Source: an optimization exercise on an open RTL-to-GDS flow (aim: small area). Production flows keep margins and buffers that such runs may drop.
In this exercise RTL edits were held to simulation tests only and were not proved equivalent to the original.
Power figures rest on the tool's default switching activity, not on a simulated workload.

## design/flow/design.v

```verilog
module core_btb #(
  parameter int         ENTRIES   = 16,
  parameter int         RAS_DEPTH = 4,
  parameter logic [1:0] br_type   = 2'b00,
  parameter logic [1:0] j_type    = 2'b01,
  parameter logic [1:0] jal_type  = 2'b10,
  parameter logic [1:0] jr_type   = 2'b11
) (
  input  logic        clk,
  input  logic        rst,
  input  logic [31:0] pc_in,
  input  logic        pc_go,
  input  logic        update_v,
  input  logic [31:0] update_pc,
  input  logic [31:0] update_target,
  input  logic [1:0]  update_type,
  input  logic        update_taken,
  input  logic        update_kill,
  output logic        btb_v,
  output logic [1:0]  btb_type,
  output logic [31:0] btb_target,
  output logic [31:0] ras_target
);
  localparam int IW = $clog2(ENTRIES);
  localparam int PW = (RAS_DEPTH > 1) ? $clog2(RAS_DEPTH) : 1;
  localparam int CW = $clog2(RAS_DEPTH + 1);
  localparam logic [CW-1:0] CNT_FULL = CW'(RAS_DEPTH);
  localparam logic [PW-1:0] TOP_LAST = PW'(RAS_DEPTH - 1);
  logic          r_valid  [ENTRIES];
  logic [25:0]   r_tag    [ENTRIES];
  logic [1:0]    r_type   [ENTRIES];
  logic [1:0]    r_ctr    [ENTRIES];
  logic [31:0]   r_target [ENTRIES];
  logic [31:0]   r_stack  [RAS_DEPTH];
  logic [PW-1:0] r_top;
  logic [CW-1:0] r_cnt;
  logic [IW-1:0] w_idx;
  logic [IW-1:0] w_u_idx;
  logic          w_hit;
  logic          w_u_match;
  logic          w_ras_nonempty;
  logic          w_push;
  logic          w_pop;
  logic [PW-1:0] w_top_inc;
  logic [PW-1:0] w_top_dec;
  logic          w_unused;
  assign w_unused = &{1'b0, pc_in[1:0], update_pc[1:0]};
  assign w_idx          = pc_in[2 +: IW];
  assign w_u_idx        = update_pc[2 +: IW];
  assign w_hit          = r_valid[w_idx] && (r_tag[w_idx] == pc_in[31:6]);
  assign w_u_match      = r_valid[w_u_idx] && (r_tag[w_u_idx] == update_pc[31:6]);
  assign w_ras_nonempty = (r_cnt != '0);
  assign w_push    = pc_go && w_hit && (r_type[w_idx] == jal_type);
  assign w_pop     = pc_go && w_hit && (r_type[w_idx] == jr_type) && w_ras_nonempty;
  assign w_top_inc = (r_top == TOP_LAST) ? '0 : r_top + 1'b1;
  assign w_top_dec = (r_top == '0) ? TOP_LAST : r_top - 1'b1;
  assign ras_target = w_ras_nonempty ? r_stack[r_top] : 32'h0;
  always_comb begin
    btb_v      = 1'b0;
    btb_type   = 2'b00;
    btb_target = 32'h0;
    if (w_hit) begin
      btb_type   = r_type[w_idx];
      btb_target = r_target[w_idx];
      unique case (r_type[w_idx])
        j_type, jal_type: btb_v = 1'b1;
        br_type:          btb_v = r_ctr[w_idx][1];
        default:          btb_v = w_ras_nonempty;
      endcase
    end
  end
  always_ff @(posedge clk) begin
    if (rst) begin
      for (int i = 0; i < ENTRIES; i++) begin
        r_valid[i]  <= 1'b0;
        r_tag[i]    <= '0;
        r_type[i]   <= 2'b00;
        r_ctr[i]    <= 2'b00;
        r_target[i] <= 32'h0;
      end
      for (int i = 0; i < RAS_DEPTH; i++) r_stack[i] <= 32'h0;
      r_top <= '0;
      r_cnt <= '0;
    end else begin
      if (update_kill) begin
        r_valid[w_u_idx] <= 1'b0;
      end else if (update_v) begin
        if (w_u_match) begin
          r_type[w_u_idx]   <= update_type;
          r_target[w_u_idx] <= update_target;
          if (update_type == br_type) begin
            if (update_taken && r_ctr[w_u_idx] != 2'b11)
              r_ctr[w_u_idx] <= r_ctr[w_u_idx] + 2'b01;
            else if (!update_taken && r_ctr[w_u_idx] != 2'b00)
              r_ctr[w_u_idx] <= r_ctr[w_u_idx] - 2'b01;
          end
        end else if (update_type != br_type || update_taken) begin
          r_valid[w_u_idx]  <= 1'b1;
          r_tag[w_u_idx]    <= update_pc[31:6];
          r_type[w_u_idx]   <= update_type;
          r_target[w_u_idx] <= update_target;
          if (update_type == br_type) r_ctr[w_u_idx] <= 2'b10;
        end
      end
      if (w_push) begin
        r_stack[w_top_inc] <= pc_in + 32'd4;
        r_top              <= w_top_inc;
        if (r_cnt != CNT_FULL) r_cnt <= r_cnt + 1'b1;
      end else if (w_pop) begin
        r_top <= w_top_dec;
        r_cnt <= r_cnt - 1'b1;
      end
    end
  end
endmodule
```

## design/flow/run.sh

```bash
#!/bin/bash
# synth_recipe.tcl (not shown) runs the flow's synth.tcl, then flattens the netlist and writes it again
# the make line also repeats each setting of config.mk as NAME=value (left out here)
make -C /OpenROAD-flow-scripts/flow DESIGN_CONFIG=/design/flow/config.mk WORK_HOME=/design/flow/orfs CLKGATE_MAP_FILE= SYNTH_SCRIPT=/design/flow/synth_recipe.tcl finish
```

## design/flow/config.mk

```make
export PLATFORM = sky130hd
export DESIGN_NAME = core_btb
export DESIGN_NICKNAME = core_btb
export VERILOG_FILES = /design/flow/design.v
export SDC_FILE = /design/flow/constraint.sdc
export NUM_CORES = 4
export LEC_CHECK = 0
export CAP_MARGIN = 20
export CORE_MARGIN = 2
export CORE_UTILIZATION = 40
export SLEW_MARGIN = 20
```

## design/flow/constraint.sdc

```tcl
create_clock -name core_clock -period 6.5 [get_ports {clk}]
set_input_delay 1.3000 -clock core_clock [delete_from_list [all_inputs] [get_ports {clk}]]
set_output_delay 1.3000 -clock core_clock [all_outputs]
set_load 0.01 [all_outputs]
```

==> impl_metrics.env <==
export IMPL_hpwl_um=122000
export IMPL_synth_compound_area_share_pct=3.52
export IMPL_final_cell_mix="edfxtp_1 (1136), and3_1 (519), and2_1 (395)"
export IMPL_crit_fanout=34
export IMPL_syn_cell_area_mm2=0.0581
export IMPL_synthFlopType="edfxtp_1"
export IMPL_grt_pass1_vias=37600
export IMPL_p_leak_nw=25.1
export IMPL_avgSynthCellArea_um2=14.5
export IMPL_gr_usage_all_layers_pct=26.5
export IMPL_fillCellCount=12400
export IMPL_ys_seq_area_share_pct=58.9
export IMPL_fin_crit_sh_pct=98.3
export IMPL_power_frac_seq_pct=48.5
export IMPL_cts_tree="built"
export IMPL_wire_per_inst_um=31.9
export IMPL_cts_root_buf="clkbuf_16"
export IMPL_max_slew_margin_rel_pct=30.0
export IMPL_clockPowerShare_pct=40.0
export IMPL_outcome="timing/DRC/antenna clean"
export IMPL_placed_cell_area_mm2=0.0639
export IMPL_finalSetupViolCount=0
export IMPL_synth_edf_count=1136
export IMPL_worstMarginPinSlew_ps=1040
export IMPL_core_mm2=0.144
export IMPL_syn_nets=4123
export IMPL_required_ps=5200
export IMPL_design_area_mm2=0.0680
export IMPL_worstSkewPairLatency_ps=780
export IMPL_slew_viol_final=0
export IMPL_ios=171
export IMPL_routed_wl_um=198000
export IMPL_synth_top_family_by_area="multiplexers"
export IMPL_path_clk_slew_ps=60
export IMPL_finalHoldViolCount=0
export IMPL_ys_warn_count=1
export IMPL_hp_class="reg2reg"
export IMPL_globalplace_congestion=0.995
export IMPL_io_buffers=168
export IMPL_cp_end_kind="output port"
export IMPL_cts_buffers=130
export IMPL_ys_ff_latch=1143
export IMPL_dieHeight_um=385
export IMPL_initial_core_util_pct=40.4
export IMPL_whs_ps=517
export IMPL_drive_gt1_share_pct=23.3
export IMPL_p_per_area_mw_per_mm2=261
export IMPL_firstDrtPassIters=5
export IMPL_critPathKind="in2out"
export IMPL_post_route_drc_count=0
export IMPL_dieWidth_um=385
export IMPL_clock_sinks=1143
export IMPL_grt_max_degree=117
export IMPL_path_buf_inv=5
export IMPL_crit_family="buffers and inverters"
export IMPL_synth_cell_types=80
export IMPL_cp_start_kind="input port"
export IMPL_synth_fa_ha_area_share_pct=0.185
export IMPL_cp_arrival_ps=5090
export IMPL_vias_per_cell=6.18
export IMPL_p_int_mw=13.4
export IMPL_peakVddDrop_uv=308
export IMPL_clockBufferDepth=3
export IMPL_area_growth_syn_to_layout_pct=17.0
export IMPL_p_comb_share_pct=11.4
export IMPL_synthSimpleGateAreaFrac_pct=15.3
export IMPL_num_vias=38400
export IMPL_syn_inst=4011
export IMPL_yosys_area_share_xor_xnor_pct=1.08
export IMPL_cts_hold_fix_buffers=0
export IMPL_worst_path_largest_cell_delay_ps=610
export IMPL_cap_violations=0
export IMPL_fmax_mhz=157
export IMPL_rsz0062_at_grt="false"
export IMPL_min_period_ps=6390
export IMPL_synth_mux_area_share_pct=17.8
export IMPL_grt_ovfl_total=0
export IMPL_htreeDepth=4
export IMPL_power_switching_mw=4.39
export IMPL_antenna_found_initial=22
export IMPL_layout_commonest_cell="edfxtp_1"
export IMPL_grt_pass1_wl_um=279000
export IMPL_slowest_stage="or4_4"
export IMPL_skew_ps=32.9
export IMPL_sw_frac_of_total_pct=24.7
export IMPL_die_area_mm2=0.148
export IMPL_route_antenna_remaining_nets=0
export IMPL_rows=139
export IMPL_crit_chain="buf_8 > buf_4 > buf_6 > nand2b_1 > o22ai_1 > a221oi_1 > xor2_1 > nor4_1 > a32oi_1 > or4_4 > buf_12 > nor2b_1 > clkdlybuf4s50_1"
export IMPL_nets=4323
export IMPL_first_iter_violations=5370
export IMPL_synthArstFlopShare_pct=0
power by group through the flow:
stage          sequential [mW]  combinational (mW)  clock [mW]
4_1_cts                   8.61                1.99        7.18
3_3_place_gp              8.75                1.98           0
2_1_floorplan             8.70                1.11           0
3_5_place_dp              8.76                1.99           0
5_1_grt                   8.64                2.09        7.44
6_report                  8.61                2.03        7.11
final timing paths:
| kind | cells after the start | end | start | slack [ps] |
|---|---|---|---|---|
| min | 2 | r_cnt[2] | r_cnt[2] | 520 |
| max | 13 | btb_target[9] | pc_in[3] | 110 |
| min reg2reg | 2 | r_cnt[2] | r_cnt[2] | 520 |
| max reg2reg | 13 | r_stack[1][14] | r_tag[13][25] | 1990 |
area by class of cell:
type                    count  area, um2  area share [%]
multi-input cells        2416      22300            32.8
diodes                      8       20.0          0.0294
inverters                  37        141           0.208
flip-flops and latches   1143      34300            50.4
repair buffers            483       4930            7.25
well taps                1903       2380            3.50
clock buffers             157       3380            4.96
clock inverters            68        633           0.931
metal layers:
layer / vias to the layer above / GRT usage [%] / part of all wire (%)
met3: 385 / 5.76 / 9.8
met2: 2123 / 41.0 / 46
met4: 10 / 8.53 / 3.3
met5: - / 0 / 0.029
met1: 19900 / 37.3 / 41
li1: 16000 / - / -
cells by family after synthesis:
logic type	Yosys count
xor gates and xnor gates	72
DFF	1143
muxes	587
AOI/OAI and AO/OA	274
buffers and inverters	452
and+or+nand+nor	1475
adders and majority gates	8
cells in the mapped netlist, drive strengths merged, types with 11 or more instances:
cell type  instances  area (um2)
edfxtp          1136       34100
and3             519        3250
and2             395        2470
mux4             352        7930
clkbuf           299        1120
mux2i            201        2010
nor2             162         608
buf              116         638
nor3             101         571
nor2b             80         500
nand2             60         225
xnor2             53         464
nor4              37         250
inv               34         128
mux2              34         383
nor4b             32         449
o21ai             32         160
a22oi             29         218
nand3             29         145
a22o              26         228
o22ai             26         163
or2               20         125
a21o              19         143
a21oi             19         103
o41ai             19         174
xor2              19         166
a221oi            18         164
a21boi            17         128
nand2b            15        93.8
a211oi            11        87.6
sequential cells by signal, indices dropped and copies added, names as in the netlist, named ones only:
signal    cells
r_target    512
r_tag       416
r_stack     128
r_ctr        32
r_type       32
r_valid      16
r_cnt         3
r_top         2
through the flow:
step	util [%]	total power, mW	std cells	worst slack [ps]	setup TNS (ps)
after floorplan	-	9.81	4011	-93.6	-5990
after global placement	44.4	10.7	5976	-1.80	-1.80
after detailed placement	44.4	10.7	5976	-81.6	-1280
after CTS	47.2	17.8	6201	77.4	0
after global routing	47.2	18.2	6211	11.6	0
final	47.2	17.7	6215	111	0
worst min-delay path, stage by stage, from the launching register on:
cell and delay, ps:
dfxtp_1 340, o31ai_1 80, a21oi_1 60
repair_timing:
action / 4_1_cts / 5_1_grt
setup buffers: 0 / 6
endpoints found under the setup margin: 35 / 13
pin swaps: 0 / 1
gates resized for setup: 2 / 6
hold endpoints to repair: 0 / 0

==> what the ideal ports hide <==
Ports are ideal in the flow. The routed layout listed here was re-timed in OpenROAD. Step 1: set_driving_cell puts a clkbuf_16 on clk and a buf_2 on each other input, an assumption about the parent block. Step 2 times the ports against the registers' clock, not the clock port: input delays grow and output delays shrink by t, the midpoint of the rising clock arrivals with the driver on. Slacks: ideal ports / drivers / drivers and shift; pairs: ideal ports / drivers.
t, ns: 0.844
setup WS [ns]: 0.111 / -0.030 / -0.030
hold WS [ns]: 0.517 / 0.517 / 0.517
latest minus earliest clock arrival (ns): 0.035 / 0.034
cell pins on the clock port's net: 1
With both steps, setup timing fails in this run, where it was met with ideal ports. For this run, drivers alone change the setup slack by -0.141 ns; drivers and shift together by -0.141 ns.
